Context: an optimization exercise on an open-source flow, tuned for small area, a short achievable clock period and few clock cycles per item. The choices shown serve that exercise and are no tape-out recipe. Function was checked by simulation only, so behaviour that the tests miss may differ from the original.

**design/flow/run.sh**
```bash
#!/bin/bash
# synth_recipe.tcl (not shown) runs the flow's synth.tcl, then flattens the netlist and writes it again
# the make line also repeats each setting of config.mk as NAME=value (left out here)
make -C /OpenROAD-flow-scripts/flow DESIGN_CONFIG=/design/flow/config.mk WORK_HOME=/design/flow/orfs CLKGATE_MAP_FILE= SYNTH_SCRIPT=/design/flow/synth_recipe.tcl finish
```
**design/flow/design.v**
```verilog
package lgbs_pkg;
  localparam int EXT_W = 31;
  localparam int LIM_W = 11;
  localparam int BLK_W = 34;
  localparam int THR_W = 12;
  localparam logic [THR_W-1:0] THR_SAT = 12'd2048;
  localparam logic [1:0] ST_OK        = 2'd0;
  localparam logic [1:0] ST_EXTENT    = 2'd1;
  localparam logic [1:0] ST_GIVEN_THR = 2'd2;
  localparam logic [1:0] ST_AUTO_THR  = 2'd3;
  localparam logic [2:0] REG_MAX_BLOCK_X = 3'd0;
  localparam logic [2:0] REG_MAX_BLOCK_Y = 3'd1;
  localparam logic [2:0] REG_MAX_BLOCK_Z = 3'd2;
  localparam logic [2:0] REG_MAX_GRID_X  = 3'd3;
  localparam logic [2:0] REG_MAX_GRID_Y  = 3'd4;
  localparam logic [2:0] REG_MAX_GRID_Z  = 3'd5;
  localparam logic [2:0] REG_MAX_THREADS = 3'd6;
  typedef enum logic {MDU_MUL, MDU_DIV} mdu_op_t;
  typedef struct packed {
    logic    start;
    mdu_op_t op;
  } mdu_req_t;
  typedef struct packed {
    logic busy;
    logic done;
  } mdu_rsp_t;
endpackage
module lgbs_mdu (
  input  logic                      clk,
  input  logic                      rst_n,
  input  lgbs_pkg::mdu_req_t        req,
  input  logic [63:0]               opa,
  input  logic [lgbs_pkg::BLK_W-1:0] opb,
  output lgbs_pkg::mdu_rsp_t        rsp,
  output logic [63:0]               res,
  output logic [lgbs_pkg::BLK_W-1:0] rem
);
  logic                       busy_r;
  logic                       done_r;
  lgbs_pkg::mdu_op_t          op_r;
  logic [6:0]                 cnt_r;
  logic [63:0]                acc_r;
  logic [63:0]                a_r;
  logic [lgbs_pkg::BLK_W-1:0] b_r;
  logic [lgbs_pkg::BLK_W-1:0] rem_r;
  logic [lgbs_pkg::BLK_W:0]   trial;
  logic [lgbs_pkg::BLK_W:0]   diff;
  logic                       fits;
  assign trial = {rem_r, a_r[63]};
  assign diff  = trial - {1'b0, b_r};
  assign fits  = (trial >= {1'b0, b_r});
  always_ff @(posedge clk) begin
    if (!rst_n) begin
      busy_r <= 1'b0;
      done_r <= 1'b0;
    end else begin
      done_r <= 1'b0;
      if (req.start) begin
        busy_r <= 1'b1;
        op_r   <= req.op;
        a_r    <= opa;
        b_r    <= opb;
        acc_r  <= '0;
        rem_r  <= '0;
        cnt_r  <= (req.op == lgbs_pkg::MDU_MUL) ? 7'(lgbs_pkg::BLK_W) : 7'd64;
      end else if (busy_r) begin
        if (op_r == lgbs_pkg::MDU_MUL) begin
          if (b_r[0]) acc_r <= acc_r + a_r;
          a_r <= {a_r[62:0], 1'b0};
          b_r <= {1'b0, b_r[lgbs_pkg::BLK_W-1:1]};
        end else begin
          if (fits) rem_r <= diff[lgbs_pkg::BLK_W-1:0];
          else      rem_r <= trial[lgbs_pkg::BLK_W-1:0];
          a_r   <= {a_r[62:0], 1'b0};
          acc_r <= {acc_r[62:0], fits};
        end
        cnt_r <= cnt_r - 7'd1;
        if (cnt_r == 7'd1) begin
          busy_r <= 1'b0;
          done_r <= 1'b1;
        end
      end
    end
  end
  assign rsp.busy = busy_r;
  assign rsp.done = done_r;
  assign res      = acc_r;
  assign rem      = rem_r;
endmodule
module launch_grid_block_splitter (
  input  logic         clk,
  input  logic         rst_n,
  input  logic         in_tvalid,
  output logic         in_tready,
  input  logic [191:0] in_tdata,
  input  logic         in_tuser,
  output logic         out_tvalid,
  input  logic         out_tready,
  output logic [191:0] out_tdata,
  input  logic         cfg_valid,
  output logic         cfg_ready,
  input  logic [2:0]   cfg_index,
  input  logic [30:0]  cfg_data
);
  localparam int EW = lgbs_pkg::EXT_W;
  localparam int LW = lgbs_pkg::LIM_W;
  localparam int BW = lgbs_pkg::BLK_W;
  localparam int TW = lgbs_pkg::THR_W;
  typedef enum logic [3:0] {
    S_IDLE, S_EXT, S_BLK, S_BLKW, S_GLOOP, S_AFIN, S_RHO, S_SQ, S_MOD,
    S_GCD, S_GCDW, S_APPLY, S_EXACT, S_BMUL, S_OUT
  } state_t;
  state_t          state_r;
  logic [LW-1:0]   mb_r [3];
  logic [EW-1:0]   mg_r [3];
  logic [LW-1:0]   mt_r;
  logic [1:0]      dims_r;
  logic [1:0]      dim_r;
  logic            given_r;
  logic [EW-1:0]   glob_r [3];
  logic [EW-1:0]   loc_r [3];
  logic [EW-1:0]   grid_r [3];
  logic [BW-1:0]   blk_r [3];
  logic [1:0]      status_r;
  logic [TW-1:0]   thr_r;
  logic [EW-1:0]   n_r;
  logic [EW-1:0]   x_r;
  logic [EW-1:0]   anchor_r;
  logic [39:0]     span_r;
  logic [39:0]     k_r;
  logic [EW-1:0]   f_r;
  logic [EW-1:0]   ga_r;
  logic [EW-1:0]   gb_r;
  logic            out_valid_r;
  logic [191:0]    out_data_r;
  lgbs_pkg::mdu_req_t mdu_req;
  lgbs_pkg::mdu_rsp_t mdu_rsp;
  logic [63:0]        mdu_opa;
  logic [BW-1:0]      mdu_opb;
  logic [63:0]        mdu_res;
  logic [BW-1:0]      mdu_rem;
  logic [EW-1:0]      cur_glob;
  logic [EW-1:0]      cur_loc;
  logic [EW-1:0]      cur_mb;
  logic [EW-1:0]      cur_mg;
  logic [EW+LW-1:0]   ext_lim;
  logic [EW-1:0]      b_lim;
  logic [EW-1:0]      b_sel;
  logic               last_dim;
  logic [EW-1:0]      x_new;
  logic [EW-1:0]      d_abs;
  logic [EW:0]        ceil_num;
  function automatic logic [TW-1:0] thr_mul(logic [TW-1:0] t, logic [BW-1:0] v);
    logic [TW-1:0]   vs;
    logic [2*TW-1:0] p;
    vs = (v > 34'd2047) ? lgbs_pkg::THR_SAT : v[TW-1:0];
    p  = t * vs;
    thr_mul = (p > 24'd2047) ? lgbs_pkg::THR_SAT : p[TW-1:0];
  endfunction
  lgbs_mdu u_mdu (
    .clk   (clk),
    .rst_n (rst_n),
    .req   (mdu_req),
    .opa   (mdu_opa),
    .opb   (mdu_opb),
    .rsp   (mdu_rsp),
    .res   (mdu_res),
    .rem   (mdu_rem)
  );
  assign cur_glob = glob_r[dim_r];
  assign cur_loc  = loc_r[dim_r];
  assign cur_mb   = EW'(mb_r[dim_r]);
  assign cur_mg   = mg_r[dim_r];
  assign ext_lim  = mb_r[dim_r] * mg_r[dim_r];
  assign b_lim    = (cur_glob < cur_mb) ? cur_glob : cur_mb;
  assign b_sel    = (given_r && (cur_loc < b_lim)) ? cur_loc : b_lim;
  assign last_dim = (dim_r == dims_r - 2'd1);
  assign ceil_num = {1'b0, cur_glob} + {1'b0, b_sel} - (EW+1)'(1);
  assign x_new    = mdu_rem[EW-1:0];
  assign d_abs    = (x_new >= anchor_r) ? (x_new - anchor_r) : (anchor_r - x_new);
  always_comb begin
    mdu_req.start = 1'b0;
    mdu_req.op    = lgbs_pkg::MDU_DIV;
    mdu_opa       = '0;
    mdu_opb       = '0;
    case (state_r)
      S_BLK: begin
        mdu_req.start = given_r;
        mdu_opa       = 64'(ceil_num);
        mdu_opb       = BW'(b_sel);
      end
      S_RHO: begin
        mdu_req.start = (k_r <= span_r) && (f_r <= EW'(1));
        mdu_req.op    = lgbs_pkg::MDU_MUL;
        mdu_opa       = 64'(x_r);
        mdu_opb       = BW'(x_r);
      end
      S_SQ: begin
        mdu_req.start = mdu_rsp.done;
        mdu_opa       = mdu_res + 64'd1;
        mdu_opb       = BW'(n_r);
      end
      S_GCD: begin
        mdu_req.start = (gb_r != '0);
        mdu_opa       = 64'(ga_r);
        mdu_opb       = BW'(gb_r);
      end
      S_APPLY: begin
        mdu_req.start = (f_r != n_r);
        mdu_opa       = 64'(n_r);
        mdu_opb       = BW'(f_r);
      end
      S_EXACT: begin
        mdu_req.start = mdu_rsp.done;
        mdu_req.op    = lgbs_pkg::MDU_MUL;
        mdu_opa       = 64'(blk_r[dim_r]);
        mdu_opb       = BW'(f_r);
      end
      default: ;
    endcase
  end
  assign in_tready  = (state_r == S_IDLE);
  assign cfg_ready  = 1'b1;
  assign out_tvalid = out_valid_r;
  assign out_tdata  = out_data_r;
  always_ff @(posedge clk) begin
    if (!rst_n) begin
      state_r     <= S_IDLE;
      out_valid_r <= 1'b0;
      mb_r[0]     <= 11'd1024;
      mb_r[1]     <= 11'd1024;
      mb_r[2]     <= 11'd64;
      mg_r[0]     <= 31'd2147483647;
      mg_r[1]     <= 31'd65535;
      mg_r[2]     <= 31'd65535;
      mt_r        <= 11'd1024;
    end else begin
      if (cfg_valid) begin
        case (cfg_index)
          lgbs_pkg::REG_MAX_BLOCK_X: mb_r[0] <= cfg_data[LW-1:0];
          lgbs_pkg::REG_MAX_BLOCK_Y: mb_r[1] <= cfg_data[LW-1:0];
          lgbs_pkg::REG_MAX_BLOCK_Z: mb_r[2] <= cfg_data[LW-1:0];
          lgbs_pkg::REG_MAX_GRID_X:  mg_r[0] <= cfg_data;
          lgbs_pkg::REG_MAX_GRID_Y:  mg_r[1] <= cfg_data;
          lgbs_pkg::REG_MAX_GRID_Z:  mg_r[2] <= cfg_data;
          lgbs_pkg::REG_MAX_THREADS: mt_r    <= cfg_data[LW-1:0];
          default: ;
        endcase
      end
      if (out_valid_r && out_tready && state_r != S_OUT) out_valid_r <= 1'b0;
      case (state_r)
        S_IDLE: begin
          if (in_tvalid) begin
            dims_r    <= (in_tdata[1:0] == 2'd0) ? 2'd1 : in_tdata[1:0];
            given_r   <= in_tuser;
            glob_r[0] <= (in_tdata[32:2] == '0) ? EW'(1) : in_tdata[32:2];
            glob_r[1] <= (in_tdata[63:33] == '0) ? EW'(1) : in_tdata[63:33];
            glob_r[2] <= (in_tdata[94:64] == '0) ? EW'(1) : in_tdata[94:64];
            loc_r[0]  <= (in_tdata[125:95] == '0) ? EW'(1) : in_tdata[125:95];
            loc_r[1]  <= (in_tdata[156:126] == '0) ? EW'(1) : in_tdata[156:126];
            loc_r[2]  <= (in_tdata[187:157] == '0) ? EW'(1) : in_tdata[187:157];
            for (int i = 0; i < 3; i++) begin
              grid_r[i] <= EW'(1);
              blk_r[i]  <= BW'(1);
            end
            status_r <= lgbs_pkg::ST_OK;
            thr_r    <= TW'(1);
            dim_r    <= 2'd0;
            state_r  <= S_EXT;
          end
        end
        S_EXT: begin
          if ((EW+LW)'(cur_glob) > ext_lim) status_r <= lgbs_pkg::ST_EXTENT;
          if (last_dim) begin
            dim_r <= 2'd0;
            if (status_r != lgbs_pkg::ST_OK || (EW+LW)'(cur_glob) > ext_lim)
              state_r <= S_OUT;
            else
              state_r <= S_BLK;
          end else begin
            dim_r <= dim_r + 2'd1;
          end
        end
        S_BLK: begin
          if (given_r) begin
            blk_r[dim_r] <= BW'(b_sel);
            thr_r        <= thr_mul(thr_r, BW'(b_sel));
            state_r      <= S_BLKW;
          end else begin
            grid_r[dim_r] <= cur_glob;
            if (last_dim) begin
              dim_r   <= 2'd0;
              thr_r   <= TW'(1);
              state_r <= S_GLOOP;
            end else begin
              dim_r <= dim_r + 2'd1;
            end
          end
        end
        S_BLKW: begin
          if (mdu_rsp.done) begin
            grid_r[dim_r] <= mdu_res[EW-1:0];
            if (last_dim) begin
              if (thr_r > TW'(mt_r)) status_r <= lgbs_pkg::ST_GIVEN_THR;
              state_r <= S_OUT;
            end else begin
              dim_r   <= dim_r + 2'd1;
              state_r <= S_BLK;
            end
          end
        end
        S_GLOOP: begin
          if (grid_r[dim_r] > cur_mg) begin
            n_r      <= grid_r[dim_r];
            x_r      <= EW'(2);
            anchor_r <= EW'(2);
            span_r   <= 40'd2;
            k_r      <= 40'd1;
            f_r      <= EW'(1);
            state_r  <= S_RHO;
          end else begin
            thr_r <= thr_mul(thr_r, blk_r[dim_r]);
            if (last_dim) state_r <= S_AFIN;
            else          dim_r   <= dim_r + 2'd1;
          end
        end
        S_AFIN: begin
          if (thr_r > TW'(mt_r)) status_r <= lgbs_pkg::ST_AUTO_THR;
          state_r <= S_OUT;
        end
        S_RHO: begin
          if ((k_r <= span_r) && (f_r <= EW'(1))) begin
            state_r <= S_SQ;
          end else begin
            span_r   <= {span_r[38:0], 1'b0};
            anchor_r <= x_r;
            k_r      <= 40'd1;
            if (f_r != EW'(1)) state_r <= S_APPLY;
          end
        end
        S_SQ: begin
          if (mdu_rsp.done) state_r <= S_MOD;
        end
        S_MOD: begin
          if (mdu_rsp.done) begin
            x_r     <= x_new;
            ga_r    <= d_abs;
            gb_r    <= n_r;
            state_r <= S_GCD;
          end
        end
        S_GCD: begin
          if (gb_r == '0) begin
            f_r     <= ga_r;
            k_r     <= k_r + 40'd1;
            state_r <= S_RHO;
          end else begin
            state_r <= S_GCDW;
          end
        end
        S_GCDW: begin
          if (mdu_rsp.done) begin
            ga_r    <= gb_r;
            gb_r    <= mdu_rem[EW-1:0];
            state_r <= S_GCD;
          end
        end
        S_APPLY: begin
          if (f_r != n_r) begin
            state_r <= S_EXACT;
          end else begin
            blk_r[dim_r]  <= {blk_r[dim_r][BW-2:0], 1'b0};
            grid_r[dim_r] <= EW'(({1'b0, n_r} + (EW+1)'(1)) >> 1);
            state_r       <= S_GLOOP;
          end
        end
        S_EXACT: begin
          if (mdu_rsp.done) begin
            grid_r[dim_r] <= mdu_res[EW-1:0];
            state_r       <= S_BMUL;
          end
        end
        S_BMUL: begin
          if (mdu_rsp.done) begin
            blk_r[dim_r] <= mdu_res[BW-1:0];
            state_r      <= S_GLOOP;
          end
        end
        S_OUT: begin
          if (!out_valid_r || out_tready) begin
            out_valid_r <= 1'b1;
            if (status_r != lgbs_pkg::ST_OK) begin
              out_data_r <= {4'd0, status_r, 186'd0};
            end else begin
              out_data_r <= {4'd0, status_r,
                             blk_r[2][EW-1:0], blk_r[1][EW-1:0], blk_r[0][EW-1:0],
                             grid_r[2], grid_r[1], grid_r[0]};
            end
            state_r <= S_IDLE;
          end
        end
        default: state_r <= S_IDLE;
      endcase
    end
  end
endmodule
```
**design/flow/config.mk**
```make
export PLATFORM = sky130hd
export DESIGN_NAME = launch_grid_block_splitter
export DESIGN_NICKNAME = launch_grid_block_splitter
export VERILOG_FILES = /design/flow/design.v
export SDC_FILE = /design/flow/constraint.sdc
export NUM_CORES = 4
export LEC_CHECK = 0
export CAP_MARGIN = 20
export CORE_MARGIN = 2
export CORE_UTILIZATION = 40
export SLEW_MARGIN = 20
```
**design/flow/constraint.sdc**
```tcl
create_clock -name core_clock -period 12.5 [get_ports {clk}]
set_input_delay 2.5000 -clock core_clock [delete_from_list [all_inputs] [get_ports {clk}]]
set_output_delay 2.5000 -clock core_clock [all_outputs]
set_load 0.01 [all_outputs]
```
==> results.txt <==
==> layout make-up <==
type,instances,area share [%]
flip-flops and latches,1265,35.5
clock inverters,87,1.07
clock buffers,185,3.84
diodes,12,0.0292
repair buffers,631,5.66
inverters,887,3.25
well taps,2992,3.64
multi-input cells,6584,47.0
==> through the flow <==
step / area, um2 / TNS (ns)
final: 103000 / 0
after floorplan: 90400 / 0
after CTS: 103000 / 0
after global placement: 97700 / 0
after detailed placement: 97700 / -0.669
after global routing: 103000 / 0
==> routing by layer <==
metal,wire length [um],up-vias
met2,144000,3479
li1,-,32600
met1,136000,36000
met4,17400,4
met5,34,-
met3,30500,603
==> sequential cells by signal, summed over array words and instances (netlist names), 4 cells and up, named ones only <==
| name | flops |
|---|---|
| blk_r | 136 |
| anchor_r | 31 |
| u_mdu.b_r | 31 |
| u_mdu.a_r | 64 |
| mt_r | 11 |
| span_r | 39 |
| u_mdu.rem_r | 34 |
| ga_r | 31 |
| grid_r | 124 |
| k_r | 40 |
| thr_r | 12 |
| state_r | 4 |
| u_mdu.acc_r | 64 |
| glob_r | 93 |
| x_r | 31 |
| loc_r | 93 |
| mg_r | 93 |
| n_r | 31 |
| f_r | 31 |
| gb_r | 31 |
| out_tdata | 186 |
| u_mdu.cnt_r | 7 |
| mb_r | 33 |
==> logic make-up (layout without fill, tap and decap cells) <==
family / Yosys count / after routing
AO/OA/AOI/OAI: 1822 / 1822
other: 2 / 37
flip-flops: 1265 / 1265
XOR/XNOR: 344 / 344
AND/OR/NAND/NOR: 3242 / 3242
buffers and inverters: 1540 / 1790
adder cells (fa/ha/maj): 1040 / 1040
multiplexers: 111 / 111
==> worst paths after layout <==
check	from	slack, ns	cells after the start	end
worst min register to register	mb_r[0][9]$_SDFFE_PN0P_	0.45	2	mb_r[0][9]$_SDFFE_PN0P_
worst max-delay path	dim_r[1]$_DFFE_PP_	0.70	45	thr_r[6]$_DFFE_PP_
worst min-delay path	mb_r[0][9]$_SDFFE_PN0P_	0.45	2	mb_r[0][9]$_SDFFE_PN0P_
worst max register to register	dim_r[1]$_DFFE_PP_	0.70	45	thr_r[6]$_DFFE_PP_
==> worst max-delay path: cells and delay by family, from the launching register on <==
family | cells | cell delay [ns]
adders and majority gates | 8 | 3.81
buffers and inverters | 8 | 1.71
muxes | 1 | 0.11
AOI/OAI and AO/OA | 19 | 3.84
DFF | 1 | 0.50
and+or+nand+nor | 9 | 1.67
==> placed cells by master, fill, tap and decap left out, types with 38 or more instances in the layout <==
master	instances
nor4_1	93
clkdlybuf4s50_1	416
nand4_1	97
buf_4	211
dfxtp_1	144
nand2b_1	50
nand2_1	1190
o21ai_0	242
edfxtp_1	1119
nor3_1	65
o21bai_1	47
mux4_2	65
inv_1	873
clkbuf_16	152
a21o_1	211
and3_1	175
a211oi_1	61
nor2b_1	50
ha_1	572
a221oi_1	59
a22oi_1	118
and2_1	264
a21oi_2	38
xor2_1	170
a21oi_1	671
nor2_1	917
mux2i_1	38
xnor2_1	174
a31oi_1	44
fa_1	465
nand3_1	215
==> repair_timing <==
| action | 4_1_cts | 5_1_grt |
|---|---|---|
| buffers inserted | 1 | 5 |
| pin swaps | 1 | 2 |
| setup endpoints to repair | 10 | 12 |
| resized for setup | 0 | 11 |
==> results.toml <==
[synth]
synth_cell_types = 91
yosys_warnings = 6
ys_async_sr_fraction_pct = 0
netlist_instances = 9366
ys_seq_elements = 1265
synth.area.top_cells = "edfxtp_1 37%, fa_1 10%, ha_1 8.0%"
synth_edf_count = 1119
post-synth-top-count-cell = "nand2_1"
yosysSeqAreaShare_pct = 40.5
synth_simple_gate_area_share_pct = 16.3
netlist_area_um2 = 90300
synth_ff_type = "edfxtp_1"
synth_xor_area_share_pct = 3.34
synth_adder_area_share_pct = 18.3
synth_mux_area_share_pct = 2.14
synth_top_family_by_area = "adder cells"
syn_area_per_cell_um2 = 9.64
synth_common_cells = "1197 x nand2_1, 1119 x edfxtp_1, 935 x nor2_1"
synth_top_area_share_pct = 37.2
synth_compound_area_share_pct = 13.0
synth_area_leader_cell = "edfxtp_1"

[sta]
timing.hold.ws_ns = 0.454
timing.final.ws_setup_ns = 0.700
fmax_ghz = 0.0847
skew_ns = 0.0577
maxSlewHeadroom_pct = 12.6
post-route-period-util_pct = 94.4
hold_violations = 0
grt_setup_unrepaired = "false"
period_needed_ns = 11.80
setup_viol_count_final = 0
tightest_slew_ns = 1.31
drv_slew = 0

[grt]
grt-ovfl-total = 0
grt_pass1_vias = 70500
grtUsageMet2_pct = 42.7
antenna_found_initial = 20
grt_max_degree = 127
grt_busiest_layer = "met2"
grtUsageMet3_pct = 5.71
grt_pass1_wl_mm = 478
grt_usage_pct = 28.1
gr-usage-met1_pct = 38.6

[floorplanning]
die_y_um = 479
rows = 174
start_util_pct = 40.2
dieArea_um2 = 230000
dieWidth_um = 479
ioPinCount = 427
core_area_um2 = 225000

[critical_path]
crit_type = "reg -> reg"
cp.arrival_ns = 12.50
required_ns = 13.20
cp-end-kind = "register"
worst_setup_path_start_kind = "register"
critical-path-slowest-cell = "fa_1"
crit_path_frequent_cell = "fa_1"
cp_max_fo = 39
crit_path_max_incr_delay_ns = 0.56

[placed_design]
gp_congestion = 1.00
dp.cells = 12400
hpwl_mm = 252
dp_slack_ns = -0.0815
io_buffers = 417

[detailed_routing]
drt_iter0_markers = 8374
via_per_inst = 5.75
drtPass1Iterations = 6
vias = 72700
wl_mm = 328
remaining_drc_errors = 0
drtAntennaViolNets = 0
wire_per_inst_um = 25.9

[cts]
cts_hold_buf = 0
tritoncts = "built"
clkTransAtPathRegs_ns = 0.06
numCtsBuffers = 148
htree_levels = 4
clock_latency_ns = 0.84
cts-root-buf = "clkbuf_16"
cts_buffer_depth = 3
clock_sinks = 1265

[outcome]
outcome = "complete, no violations"

[cells_and_area]
n_fill_cell = 21400
final_cell_count_no_fill = 12600
final_util_pct = 45.8
layout-drive-gt1-share_pct = 6.75
nets = 10800
multi_input_area_um2 = 48400
area.growth.synth_to_final_pct = 14.0
seqCellArea_um2 = 36500

[flow_run]
maxCapViolations = 0

[worst_hold_path]
hp-class = "reg -> reg"
Testbench counts, summed over its fixed seeds: cycles 2,559,748, items 320.

afterwards: timing with drivers on the ports:
The flow's constraints put no driver on any port. The routed layout listed below was extracted and timed again, unchanged, in two steps. Step 1 sets driving cells, clkbuf_16 on the clock port and buf_2 on the other inputs (assumed; they add their load-dependent delay and slew). Step 2 times the ports against the registers' clock, not the clock port: input delays grow and output delays shrink by t, the midpoint of the rising clock arrivals with the driver on. a / b / c = ideal / step 1 / step 2; a / b = the first two.
shift t [ns]: 0.903
setup WS [ns]: 0.700 / 0.700 / 0.700
worst setup path at the end: register to register
After both steps this run still meets setup and hold. For this run, drivers alone change the setup slack by 0.000 ns; drivers and shift together by 0.000 ns.
